This design comes from an exercise in tuning for small area, a short achievable clock period and few clock cycles per item on the open sky130 flow, not from production work. Only simulation tests tie the RTL to the original design; equivalence was not proved. Power figures rest on the tool's default switching activity, not on a simulated workload.

## design/flow/constraint.sdc

```tcl
create_clock -name core_clock -period 7.0 [get_ports {clock}]
set_input_delay 1.4000 -clock core_clock [delete_from_list [all_inputs] [get_ports {clock}]]
set_output_delay 1.4000 -clock core_clock [all_outputs]
set_load 0.01 [all_outputs]
```

## design/flow/config.mk

```make
export PLATFORM = sky130hd
export DESIGN_NAME = bitmap_table_with_find_first_unit
export DESIGN_NICKNAME = bitmap_table_with_find_first_unit
export VERILOG_FILES = /design/flow/design.v
export SDC_FILE = /design/flow/constraint.sdc
export NUM_CORES = 4
export LEC_CHECK = 0
export CAP_MARGIN = 20
export CORE_MARGIN = 2
export CORE_UTILIZATION = 40
export SLEW_MARGIN = 20
```

## design/flow/design.v

```verilog
`timescale 1ns / 1ps
package bmff_pkg;
   localparam int MAX_BITS   = 1024;
   localparam int WORD_BITS  = 32;
   localparam int WORD_COUNT = (MAX_BITS + WORD_BITS - 1) / WORD_BITS;
   localparam int WORD_AW    = $clog2(WORD_COUNT);
   localparam int OFF_W      = $clog2(WORD_BITS);
   localparam int POS_W      = 10;
   localparam int CNT_W      = 11;
   localparam int VAL_W      = 8;
   localparam int CODE_W     = 3;
   localparam int CSR_AW     = 3;
   localparam int CSR_DW     = 32;
   localparam logic [CNT_W-1:0]     BIT_COUNT_RESET = CNT_W'(MAX_BITS);
   localparam logic [WORD_BITS-1:0] TOP_BIT         = {1'b1, {(WORD_BITS-1){1'b0}}};
   localparam logic [WORD_BITS-1:0] ALL_ONES        = {WORD_BITS{1'b1}};
   localparam logic REG_BIT_COUNT = 1'b0;
   typedef enum logic [CODE_W-1:0] {
      REQ_READ  = 3'd0,
      REQ_WRITE = 3'd1,
      REQ_FILL  = 3'd2,
      REQ_TEST  = 3'd3,
      REQ_FIND  = 3'd4
   } req_code_type;
   typedef enum logic [2:0] {
      ST_IDLE,
      ST_DECODE,
      ST_READ,
      ST_WRITE,
      ST_FILL,
      ST_SCAN,
      ST_DONE
   } state_type;
   typedef struct packed {
      logic capture;
      logic mem_rd;
      logic idx_step;
      logic latch_bit;
      logic write_bit;
      logic fill_word;
      logic scan_eval;
      logic load_rsp;
   } ctrl_cmd_type;
   typedef struct packed {
      logic [CODE_W-1:0] req_code;
      logic              bad;
      logic              val_ok;
      logic              n_zero;
      logic              idx_last;
      logic              scan_stop;
      logic              rsp_pending;
   } dp_status_type;
endpackage
`timescale 1ns / 1ps
module bmff_csr (
   input  logic                          clock,
   input  logic                          reset,
   input  logic                          csr_psel,
   input  logic                          csr_penable,
   input  logic                          csr_pwrite,
   input  logic [bmff_pkg::CSR_AW-1:0]   csr_paddr,
   input  logic [bmff_pkg::CSR_DW-1:0]   csr_pwdata,
   output logic [bmff_pkg::CSR_DW-1:0]   csr_prdata,
   output logic                          csr_pready,
   output logic [bmff_pkg::CNT_W-1:0]    bit_count
);
   logic [bmff_pkg::CNT_W-1:0] bit_count_ff;
   logic [bmff_pkg::CNT_W-1:0] bit_count_in;
   logic                       hit_count;
   assign hit_count = (csr_paddr[2] == bmff_pkg::REG_BIT_COUNT);
   always_comb begin
      bit_count_in = bit_count_ff;
      if (csr_psel && csr_penable && csr_pwrite && hit_count) begin
         bit_count_in = csr_pwdata[bmff_pkg::CNT_W-1:0];
      end
   end
   always_ff @(posedge clock) begin
      if (reset) begin
         bit_count_ff <= bmff_pkg::BIT_COUNT_RESET;
      end else begin
         bit_count_ff <= bit_count_in;
      end
   end
   assign csr_pready = 1'b1;
   assign csr_prdata = hit_count ?
                       {{(bmff_pkg::CSR_DW-bmff_pkg::CNT_W){1'b0}}, bit_count_ff} : '0;
   assign bit_count  = bit_count_ff;
endmodule
`timescale 1ns / 1ps
module bmff_ctrl (
   input  logic                    clock,
   input  logic                    reset,
   input  logic                    req_valid,
   output logic                    req_ready,
   input  bmff_pkg::dp_status_type status,
   output bmff_pkg::ctrl_cmd_type  cmd
);
   bmff_pkg::state_type state_ff;
   bmff_pkg::state_type state_in;
   always_comb begin
      state_in = state_ff;
      unique case (state_ff)
         bmff_pkg::ST_IDLE: begin
            if (req_valid) state_in = bmff_pkg::ST_DECODE;
         end
         bmff_pkg::ST_DECODE: begin
            unique case (status.req_code)
               bmff_pkg::REQ_READ:
                  state_in = status.bad ? bmff_pkg::ST_DONE : bmff_pkg::ST_READ;
               bmff_pkg::REQ_WRITE:
                  state_in = status.bad ? bmff_pkg::ST_DONE : bmff_pkg::ST_WRITE;
               bmff_pkg::REQ_FILL:
                  state_in = (status.val_ok && !status.n_zero) ?
                             bmff_pkg::ST_FILL : bmff_pkg::ST_DONE;
               bmff_pkg::REQ_TEST:
                  state_in = (status.val_ok && !status.n_zero) ?
                             bmff_pkg::ST_SCAN : bmff_pkg::ST_DONE;
               bmff_pkg::REQ_FIND:
                  state_in = (status.val_ok && !status.bad) ?
                             bmff_pkg::ST_SCAN : bmff_pkg::ST_DONE;
               default:
                  state_in = bmff_pkg::ST_DONE;
            endcase
         end
         bmff_pkg::ST_READ:  state_in = bmff_pkg::ST_DONE;
         bmff_pkg::ST_WRITE: state_in = bmff_pkg::ST_DONE;
         bmff_pkg::ST_FILL: begin
            if (status.idx_last) state_in = bmff_pkg::ST_DONE;
         end
         bmff_pkg::ST_SCAN: begin
            if (status.scan_stop) state_in = bmff_pkg::ST_DONE;
         end
         bmff_pkg::ST_DONE: begin
            if (!status.rsp_pending) state_in = bmff_pkg::ST_IDLE;
         end
         default: state_in = bmff_pkg::ST_IDLE;
      endcase
   end
   always_comb begin
      cmd       = '0;
      req_ready = 1'b0;
      unique case (state_ff)
         bmff_pkg::ST_IDLE: begin
            req_ready   = 1'b1;
            cmd.capture = req_valid;
         end
         bmff_pkg::ST_DECODE: begin
            unique case (status.req_code)
               bmff_pkg::REQ_READ,
               bmff_pkg::REQ_WRITE: begin
                  cmd.mem_rd = !status.bad;
               end
               bmff_pkg::REQ_TEST: begin
                  cmd.mem_rd   = status.val_ok && !status.n_zero;
                  cmd.idx_step = status.val_ok && !status.n_zero;
               end
               bmff_pkg::REQ_FIND: begin
                  cmd.mem_rd   = status.val_ok && !status.bad;
                  cmd.idx_step = status.val_ok && !status.bad;
               end
               default: ;
            endcase
         end
         bmff_pkg::ST_READ:  cmd.latch_bit = 1'b1;
         bmff_pkg::ST_WRITE: cmd.write_bit = 1'b1;
         bmff_pkg::ST_FILL: begin
            cmd.fill_word = 1'b1;
            cmd.idx_step  = 1'b1;
         end
         bmff_pkg::ST_SCAN: begin
            cmd.scan_eval = 1'b1;
            cmd.mem_rd    = 1'b1;
            cmd.idx_step  = 1'b1;
         end
         bmff_pkg::ST_DONE: cmd.load_rsp = !status.rsp_pending;
         default: ;
      endcase
   end
   always_ff @(posedge clock) begin
      if (reset) begin
         state_ff <= bmff_pkg::ST_IDLE;
      end else begin
         state_ff <= state_in;
      end
   end
endmodule
`timescale 1ns / 1ps
module bmff_dpath (
   input  logic                          clock,
   input  logic                          reset,
   input  logic [bmff_pkg::CODE_W-1:0]   req_type,
   input  logic [bmff_pkg::POS_W-1:0]    req_position,
   input  logic [bmff_pkg::VAL_W-1:0]    req_value,
   input  logic [bmff_pkg::CNT_W-1:0]    bit_count,
   input  bmff_pkg::ctrl_cmd_type        cmd,
   output bmff_pkg::dp_status_type       status,
   input  logic                          rsp_ready,
   output logic                          rsp_valid,
   output logic                          rsp_bit_value,
   output logic                          rsp_found,
   output logic [bmff_pkg::POS_W-1:0]    rsp_found_position,
   output logic                          rsp_all_equal,
   output logic                          rsp_bad_position
);
   localparam int WB = bmff_pkg::WORD_BITS;
   localparam int AW = bmff_pkg::WORD_AW;
   localparam int OW = bmff_pkg::OFF_W;
   function automatic logic [4:0] first_set(input logic [31:0] x);
      logic [31:0] v;
      logic [4:0]  c;
      v = x;
      c = '0;
      if (v[31:16] == '0) begin c[4] = 1'b1; v = v << 16; end
      if (v[31:24] == '0) begin c[3] = 1'b1; v = v << 8;  end
      if (v[31:28] == '0) begin c[2] = 1'b1; v = v << 4;  end
      if (v[31:30] == '0) begin c[1] = 1'b1; v = v << 2;  end
      if (!v[31])         begin c[0] = 1'b1;              end
      first_set = c;
   endfunction
   logic [WB-1:0] mem [0:bmff_pkg::WORD_COUNT-1];
   logic [bmff_pkg::WORD_COUNT-1:0] valid_ff;
   logic [bmff_pkg::CODE_W-1:0] code_ff;
   logic [bmff_pkg::POS_W-1:0]  pos_ff;
   logic [bmff_pkg::VAL_W-1:0]  val_ff;
   logic [bmff_pkg::CNT_W-1:0]  n_ff, n_in, n_m1;
   logic [AW-1:0]               last_ff;
   logic [OW-1:0]               tail_ff;
   logic [AW-1:0]               idx_ff, idx_in, idx_start;
   logic [AW-1:0]               ev_idx_ff;
   logic [WB-1:0]               rd_word_ff;
   logic                        rd_vld_ff;
   logic                        bit_ff;
   logic                        hit_ff;
   logic [bmff_pkg::POS_W-1:0]  hit_pos_ff;
   logic                        rsp_valid_ff;
   logic                        rsp_bit_ff, rsp_found_ff, rsp_all_ff, rsp_bad_ff;
   logic [bmff_pkg::POS_W-1:0]  rsp_fpos_ff;
   logic                        rsp_bit_in, rsp_found_in, rsp_all_in, rsp_bad_in;
   logic [bmff_pkg::POS_W-1:0]  rsp_fpos_in;
   logic [WB-1:0] word, pattern, use_mask, start_mask, hit_bits, bit_mask, wr_data_in;
   logic [OW-1:0] pos_off, hit_off;
   logic          bad, val_ok, n_zero, word_hit, ev_last;
   logic          is_read, is_write, is_test, is_find;
   always_comb begin
      n_in = (bit_count > bmff_pkg::CNT_W'(bmff_pkg::MAX_BITS)) ?
             bmff_pkg::CNT_W'(bmff_pkg::MAX_BITS) : bit_count;
      n_m1 = n_in - bmff_pkg::CNT_W'(1);
      idx_start = ((req_type == bmff_pkg::REQ_FILL) || (req_type == bmff_pkg::REQ_TEST)) ?
                  '0 : req_position[OW +: AW];
   end
   always_ff @(posedge clock) begin
      if (cmd.capture) begin
         code_ff <= req_type;
         pos_ff  <= req_position;
         val_ff  <= req_value;
         n_ff    <= n_in;
         last_ff <= n_m1[OW +: AW];
         tail_ff <= n_in[OW-1:0];
      end
   end
   assign is_read  = (code_ff == bmff_pkg::REQ_READ);
   assign is_write = (code_ff == bmff_pkg::REQ_WRITE);
   assign is_test  = (code_ff == bmff_pkg::REQ_TEST);
   assign is_find  = (code_ff == bmff_pkg::REQ_FIND);
   assign bad     = ({1'b0, pos_ff} >= n_ff);
   assign val_ok  = (val_ff[bmff_pkg::VAL_W-1:1] == '0);
   assign n_zero  = (n_ff == '0);
   assign pos_off = pos_ff[OW-1:0];
   always_comb begin
      idx_in = idx_ff;
      if (cmd.capture) begin
         idx_in = idx_start;
      end else if (cmd.idx_step) begin
         idx_in = idx_ff + AW'(1);
      end
   end
   always_ff @(posedge clock) begin
      idx_ff <= idx_in;
      if (cmd.mem_rd) begin
         rd_word_ff <= mem[idx_ff];
         rd_vld_ff  <= valid_ff[idx_ff];
         ev_idx_ff  <= idx_ff;
      end
   end
   always_comb begin
      word       = rd_vld_ff ? rd_word_ff : '0;
      pattern    = {WB{val_ff[0]}};
      ev_last    = (ev_idx_ff == last_ff);
      use_mask   = (ev_last && (tail_ff != '0)) ? ~(bmff_pkg::ALL_ONES >> tail_ff) :
                   bmff_pkg::ALL_ONES;
      start_mask = (is_find && (ev_idx_ff == pos_ff[OW +: AW])) ?
                   (bmff_pkg::ALL_ONES >> pos_off) : bmff_pkg::ALL_ONES;
      hit_bits   = is_find ? (~(word ^ pattern) & use_mask & start_mask) :
                             ((word ^ pattern) & use_mask);
      word_hit   = |hit_bits;
      hit_off    = first_set(hit_bits);
      bit_mask   = bmff_pkg::TOP_BIT >> pos_off;
      if (cmd.fill_word) begin
         wr_data_in = pattern;
      end else if (val_ff == bmff_pkg::VAL_W'(0)) begin
         wr_data_in = word & ~bit_mask;
      end else if (val_ff == bmff_pkg::VAL_W'(1)) begin
         wr_data_in = word | bit_mask;
      end else begin
         wr_data_in = '0;
      end
   end
   always_ff @(posedge clock) begin
      if (cmd.write_bit || cmd.fill_word) begin
         mem[idx_ff] <= wr_data_in;
      end
   end
   always_ff @(posedge clock) begin
      if (reset) begin
         valid_ff <= '0;
      end else if (cmd.write_bit || cmd.fill_word) begin
         valid_ff[idx_ff] <= 1'b1;
      end
   end
   always_ff @(posedge clock) begin
      if (cmd.latch_bit) begin
         bit_ff <= word[OW'(WB-1) - pos_off];
      end
      if (cmd.capture) begin
         hit_ff <= 1'b0;
      end else if (cmd.scan_eval && word_hit) begin
         hit_ff     <= 1'b1;
         hit_pos_ff <= {ev_idx_ff, hit_off};
      end
   end
   always_comb begin
      rsp_bad_in   = (is_read || is_write || is_find) && bad;
      rsp_bit_in   = is_read && !bad && bit_ff;
      rsp_found_in = is_find && !bad && val_ok && hit_ff;
      rsp_fpos_in  = rsp_found_in ? hit_pos_ff : '0;
      rsp_all_in   = is_test && (n_zero || (val_ok && !hit_ff));
   end
   always_ff @(posedge clock) begin
      if (reset) begin
         rsp_valid_ff <= 1'b0;
      end else if (cmd.load_rsp) begin
         rsp_valid_ff <= 1'b1;
      end else if (rsp_ready) begin
         rsp_valid_ff <= 1'b0;
      end
   end
   always_ff @(posedge clock) begin
      if (cmd.load_rsp) begin
         rsp_bit_ff   <= rsp_bit_in;
         rsp_found_ff <= rsp_found_in;
         rsp_fpos_ff  <= rsp_fpos_in;
         rsp_all_ff   <= rsp_all_in;
         rsp_bad_ff   <= rsp_bad_in;
      end
   end
   always_comb begin
      status.req_code    = code_ff;
      status.bad         = bad;
      status.val_ok      = val_ok;
      status.n_zero      = n_zero;
      status.idx_last    = (idx_ff == last_ff);
      status.scan_stop   = word_hit || ev_last;
      status.rsp_pending = rsp_valid_ff && !rsp_ready;
   end
   assign rsp_valid          = rsp_valid_ff;
   assign rsp_bit_value      = rsp_bit_ff;
   assign rsp_found          = rsp_found_ff;
   assign rsp_found_position = rsp_fpos_ff;
   assign rsp_all_equal      = rsp_all_ff;
   assign rsp_bad_position   = rsp_bad_ff;
endmodule
`timescale 1ns / 1ps
module bitmap_table_with_find_first_unit (
   input  logic                          clock,
   input  logic                          reset,
   input  logic                          req_valid,
   output logic                          req_ready,
   input  logic [bmff_pkg::CODE_W-1:0]   req_type,
   input  logic [bmff_pkg::POS_W-1:0]    req_position,
   input  logic [bmff_pkg::VAL_W-1:0]    req_value,
   output logic                          rsp_valid,
   input  logic                          rsp_ready,
   output logic                          rsp_bit_value,
   output logic                          rsp_found,
   output logic [bmff_pkg::POS_W-1:0]    rsp_found_position,
   output logic                          rsp_all_equal,
   output logic                          rsp_bad_position,
   input  logic                          csr_psel,
   input  logic                          csr_penable,
   input  logic                          csr_pwrite,
   input  logic [bmff_pkg::CSR_AW-1:0]   csr_paddr,
   input  logic [bmff_pkg::CSR_DW-1:0]   csr_pwdata,
   output logic [bmff_pkg::CSR_DW-1:0]   csr_prdata,
   output logic                          csr_pready
);
   logic [bmff_pkg::CNT_W-1:0] bit_count;
   bmff_pkg::ctrl_cmd_type     cmd;
   bmff_pkg::dp_status_type    status;
   bmff_csr u_csr (
      .clock       (clock),
      .reset       (reset),
      .csr_psel    (csr_psel),
      .csr_penable (csr_penable),
      .csr_pwrite  (csr_pwrite),
      .csr_paddr   (csr_paddr),
      .csr_pwdata  (csr_pwdata),
      .csr_prdata  (csr_prdata),
      .csr_pready  (csr_pready),
      .bit_count   (bit_count)
   );
   bmff_ctrl u_ctrl (
      .clock     (clock),
      .reset     (reset),
      .req_valid (req_valid),
      .req_ready (req_ready),
      .status    (status),
      .cmd       (cmd)
   );
   bmff_dpath u_dpath (
      .clock              (clock),
      .reset              (reset),
      .req_type           (req_type),
      .req_position       (req_position),
      .req_value          (req_value),
      .bit_count          (bit_count),
      .cmd                (cmd),
      .status             (status),
      .rsp_ready          (rsp_ready),
      .rsp_valid          (rsp_valid),
      .rsp_bit_value      (rsp_bit_value),
      .rsp_found          (rsp_found),
      .rsp_found_position (rsp_found_position),
      .rsp_all_equal      (rsp_all_equal),
      .rsp_bad_position   (rsp_bad_position)
   );
endmodule
```

## design/flow/run.sh

```bash
#!/bin/bash
# synth_recipe.tcl (not shown) runs the flow's synth.tcl, then flattens the netlist and writes it again
# the make line also repeats each setting of config.mk as NAME=value (left out here)
make -C /OpenROAD-flow-scripts/flow DESIGN_CONFIG=/design/flow/config.mk WORK_HOME=/design/flow/orfs CLKGATE_MAP_FILE= SYNTH_SCRIPT=/design/flow/synth_recipe.tcl finish
```

==> qor.log <==
INFO  routing        totalWireLength=125,000um
INFO  synth          number_of_warning_messages_in_the_yosys_log=3
INFO  synth          synth_top_family_by_area=multiplexers
INFO  synth          synth_xor_xnor_area_share=0.0125
INFO  cells_and_area finalNetCount=2,822
INFO  routing        detail-route-antenna-nets=0
INFO  global_route   globalRoute.busiestLayer=met2
INFO  worst_setup_path arrival_time_at_the_worst_endpoint=4.95ns
INFO  synth          synthesis.area=48,100um^2
INFO  timing         finalSetupTns=0ns
INFO  synth          synth_sequential_area_ratio=0.724
INFO  routing        wire_per_inst=28.1um
INFO  synth          avgSynthCellArea=18.2um^2
INFO  timing         report.final.slew_viol_count=0
INFO  worst_setup_path critical_path_peak_fanout=33
INFO  cells_and_area area_growth=14.2%
INFO  cells_and_area final_util=0.459
INFO  routing        drc_errors=0
INFO  clocking       cts.root.buffer_cell=sky130_fd_sc_hd__clkbuf_16
INFO  synth          postSynth.topFlopCell=sky130_fd_sc_hd__edfxtp_1
INFO  global_route   antenna_violations_before_repair=2
INFO  worst_setup_path ff2ff_path_depth=11
INFO  synth          synth-simple-area-share=0.0467
INFO  power          worst_voltage_drop_across_the_vdd_grid=0.314mV
INFO  clocking       clock-sinks=1,177
INFO  floorplanning  die_x=351um
INFO  floorplanning  rows=127
INFO  clocking       path_clk_slew=0.06ns
INFO  floorplanning  initial_utilization=0.402
INFO  global_route   first_pass_grt_wire_length=181,000um
INFO  routing        vias_per_cell=5.84
INFO  global_route   grt.met3_usage=0.0288
INFO  timing         least_margin_pin_slew=1.08ns
INFO  floorplanning  top_level_ports=112
INFO  clocking       clock_tree.buffer_depth=3
INFO  clocking       tritoncts_buffers=114
INFO  worst_setup_path endpoint_kind=flop
INFO  hold_path      hold_path_depth=2
INFO  clocking       worstSkewPairLatency=0.72ns
INFO  synth          ys_ff_latch=1,177
INFO  global_route   global_route.usage.met1=0.277
INFO  floorplanning  die_y=351um
INFO  clocking       htree_num_levels=3
INFO  synth          post_synth_mux_area_share=0.140
INFO  synth          netlist_instances=2,645
INFO  timing         clock.fmax=222MHz
INFO  place          io_buffers=66
INFO  clocking       cts_setup_buffers=0
INFO  flow_run       drv.max_cap_violation_count=0
INFO  place          routability_congestion_estimate=0.894
INFO  worst_setup_path critPathLaunchType=flop
INFO  worst_setup_path crit_type=reg -> reg
INFO  synth          number_of_enable_type_register_cells_in_the_synthesized_netlist=1,129
INFO  place          dpl-instance-area=51,100um^2
INFO  global_route   grt_overflow_total=0
INFO  global_route   number_of_global_route_vias_before_repair=25,956
INFO  clocking       tritoncts_clock_tree=done
INFO  floorplanning  coreArea=120,000um^2
INFO  timing         max-slew-margin-rel=0.275
INFO  timing         setup-violations-final=0
INFO  synth          synthDistinctLibCells=82
INFO  timing         skew=0.0240ns
INFO  worst_setup_path number_of_buffers_and_inverters_on_the_critical_path=1
INFO  routing        detailedRoute.firstIterationViolations=3,109
INFO  worst_setup_path worst_path_most_repeated_cell=sky130_fd_sc_hd__or4_1
INFO  worst_setup_path worstPathRequired=7.44ns
INFO  status         status=timing/DRC/antenna clean
INFO  global_route   grt_util_all_layers=0.203
INFO  timing         rsz0062_at_grt=false
INFO  cells_and_area final-seq-area=34,900um^2
INFO  power          power.density=394nW/um^2
INFO  worst_setup_path cp_num_cells=11
INFO  worst_setup_path cpLargestDelayFamily=simple AND/OR/NAND/NOR gates
INFO  hold_path      worst_hold_path_type=reg -> reg
INFO  global_route   grt_util_met2=0.341
INFO  timing         timing.hold.ws=0.463ns
INFO  floorplanning  die_area=123,000um^2
INFO  global_route   pin_count_of_the_biggest_net_entering_global_routing=116
INFO  worst_setup_path timing.critical_path.cells=nor3b_4, buf_4, and4_1, a31o_2, a31oi_1, or4_1, or4_1, a21oi_4, a221oi_1, o21ai_0, a211oi_2
INFO  synth          post_synth_fa_ha_maj_area_fraction=0.00390
INFO  synth          synthArstFlopShare=0
INFO  worst_setup_path timing.critical_path.slowest_stage_cell=sky130_fd_sc_hd__or4_1
INFO  synth          synth_compound_area_frac=0.0544
INFO  routing        vias=26,023
INFO  timing         timing_hold_violations_final=0
INFO  worst_setup_path cpPeakStageDelay=0.70ns
INFO  cells_and_area layout-drive-gt1-share=0.225
INFO  timing         finalCritPeriodShare=0.644
INFO  power          power.leakage=0.0174uW
INFO  clocking       cts_repair_resize_count=0
INFO  cells_and_area layout.filler_cells=9,973
INFO  cells_and_area non_filler_cell_area_final=55,000um^2
INFO  clocking       postCtsHoldBufs=0
INFO  timing         final_period_minus_worst_setup_slack=4.51ns
INFO  place          detailed_place_hpwl=71,600um
INFO  routing        drt_first_pass_iters=5
INFO  cells_and_area multiInputGateArea=12,900um^2
worst paths after layout:
check	start	to	slack (ns)
worst min register to register	u_dpath.valid_ff[22]	u_dpath.valid_ff[22]	0.46
worst min-delay path	u_dpath.valid_ff[22]	u_dpath.valid_ff[22]	0.46
worst max-delay path	u_dpath.code_ff[1]	u_dpath.hit_pos_ff[0]	2.49
worst max register to register	u_dpath.code_ff[1]	u_dpath.hit_pos_ff[0]	2.49
layer usage:
| metal | vias to the layer above | part of all wire |
|---|---|---|
| met1 | 13749 | 0.41 |
| met3 | 184 | 0.073 |
| li1 | 10916 | - |
| met2 | 1174 | 0.50 |
| met4 | 0 | 0.020 |
| met5 | - | 0 |
worst register-to-register path: stages, from the launching register on:
cell,delay (ns)
sky130_fd_sc_hd__edfxtp_1,0.51
sky130_fd_sc_hd__nor3b_4,0.25
sky130_fd_sc_hd__buf_4,0.40
sky130_fd_sc_hd__and4_1,0.62
sky130_fd_sc_hd__a31o_2,0.26
sky130_fd_sc_hd__a31oi_1,0.06
sky130_fd_sc_hd__or4_1,0.58
sky130_fd_sc_hd__or4_1,0.70
sky130_fd_sc_hd__a21oi_4,0.31
sky130_fd_sc_hd__a221oi_1,0.15
sky130_fd_sc_hd__o21ai_0,0.29
sky130_fd_sc_hd__a211oi_2,0.11
power breakdown:
group / leakage (uW) / switching [uW] / internal [uW] / total [uW]
registers: 0.0108 / 230 / 8680 / 8910
logic: 0.00476 / 4070 / 2500 / 6570
clock network: 0.00185 / 2670 / 3520 / 6190
flip-flops by register name, indices dropped and copies added, names as in the netlist, 3 cells and up:
register,cells
u_ctrl.state_ff,3
u_dpath.pos_ff,10
u_dpath.n_ff,7
u_dpath.valid_ff,32
u_dpath.rsp_fpos_ff,10
u_dpath.tail_ff,4
u_dpath.hit_pos_ff,10
u_dpath.mem,1024
u_dpath.code_ff,3
u_dpath.val_ff,8
u_csr.bit_count_ff,11
u_dpath.ev_idx_ff,5
u_dpath.rd_word_ff,32
u_dpath.last_ff,5
u_dpath.idx_ff,5
stage by stage:
step	worst slack, ns	cells	power, uW
floorplan	1.18	2665	13300
global placement	2.63	4239	15500
detailed placement	2.55	4240	15600
CTS	2.52	4455	21800
global route	2.30	4455	22500
finish	2.49	4456	21700
logic make-up after synthesis:
kind of cell	after synthesis
AND/OR/NAND/NOR	469
multiplexers	327
adder cells (fa/ha/maj)	15
buffers and inverters	207
flip-flops	1177
XOR/XNOR	55
AO/OA/AOI/OAI	393
other	2
synth_stat cells, drive strengths merged (5+ instances only):
library cell  instances  area (um^2)
a221oi                5         43.8
nor3                 14         70.1
and2                 11         68.8
clkbuf              103          387
a32o                  8         80.1
edfxtp             1129        33900
o211ai               10         75.1
or2                   6         37.5
a31o                  5         43.8
o31ai                14          110
o2111ai              26          228
or4                   7         56.3
ha                   15          188
inv                  22         82.6
nand2b               15         93.8
a21o                  7         52.6
and3                 25          156
or3                   6         37.5
mux2i                31          310
nand4                 8         56.3
dfxtp                48          961
nand3                54          270
xnor2                29          254
buf                  81          419
nor3b                 7         68.8
a31oi                10         62.6
nor2                116          435
a22oi                67          503
o21ai               108          541
nor2b                34          213
nand3b                7         52.6
a21oi                88          452
xor2                 18          158
mux4                273         6150
xor3                  7          166
nand2               151          567
mux2                 23          259
cell usage in the layout (no fill, tap or decap), types with 9 or more instances in the layout:
master,n
sky130_fd_sc_hd__a21oi_1,86
sky130_fd_sc_hd__a22oi_1,67
sky130_fd_sc_hd__a31oi_1,10
sky130_fd_sc_hd__and2_1,10
sky130_fd_sc_hd__and3_1,24
sky130_fd_sc_hd__buf_4,76
sky130_fd_sc_hd__bufinv_16,14
sky130_fd_sc_hd__clkbuf_1,17
sky130_fd_sc_hd__clkbuf_16,114
sky130_fd_sc_hd__clkdlybuf4s50_1,65
sky130_fd_sc_hd__clkinv_1,27
sky130_fd_sc_hd__clkinv_2,27
sky130_fd_sc_hd__conb_1,22
sky130_fd_sc_hd__dfxtp_1,48
sky130_fd_sc_hd__edfxtp_1,1129
sky130_fd_sc_hd__ha_1,15
sky130_fd_sc_hd__inv_1,22
sky130_fd_sc_hd__mux2_2,23
sky130_fd_sc_hd__mux2i_1,31
sky130_fd_sc_hd__mux4_2,273
sky130_fd_sc_hd__nand2_1,151
sky130_fd_sc_hd__nand2b_1,15
sky130_fd_sc_hd__nand3_1,53
sky130_fd_sc_hd__nor2_1,84
sky130_fd_sc_hd__nor2_4,32
sky130_fd_sc_hd__nor2b_1,33
sky130_fd_sc_hd__nor3_1,13
sky130_fd_sc_hd__o2111ai_1,26
sky130_fd_sc_hd__o211ai_1,10
sky130_fd_sc_hd__o21ai_0,85
sky130_fd_sc_hd__o21ai_2,9
sky130_fd_sc_hd__o31ai_1,10
sky130_fd_sc_hd__xnor2_1,29
sky130_fd_sc_hd__xor2_1,18
final cells by class:
class,count,share of cell area
Sequential cell,1177,0.634
Inverter,23,0.00157
Clock buffer,131,0.0531
Timing Repair Buffer,147,0.0240
Antenna cell,1,0.0000455
Tap cell,1612,0.0367
Multi-Input combinational cell,1281,0.235
Clock inverter,84,0.0156
Testbench counts, summed over its fixed seeds: cycles 43,493, requests 6,400.

-- re-timing with driven ports --
In the flow no input, the clock included, has a driving cell. The finished layout below was timed again as built, in two steps.
Step 1 sets driving cells, clkbuf_16 on the clock port and buf_2 on the other inputs (assumed; they add their load-dependent delay and slew).
Step 2 adds t to the input delays and takes it off the output delays; t is the mean of the earliest and latest rising clock arrival at the registers after step 1. Input paths then give back, and output paths get back, about the clock's delay inside the block.
Slacks: ideal / step 1 / step 2; pairs: ideal / step 1.
shift t [ns]: 0.784
setup WS [ns]: 2.491 / 2.491 / 2.491
hold WS [ns]: 0.463 / 0.463 / 0.463
latest minus earliest clock arrival (ns): 0.025 / 0.024
pins driven straight from the clock port: 1
After both steps this run still meets setup and hold. The setup slack of this run moves by 0.000 ns with the drivers and by 0.000 ns with both steps.
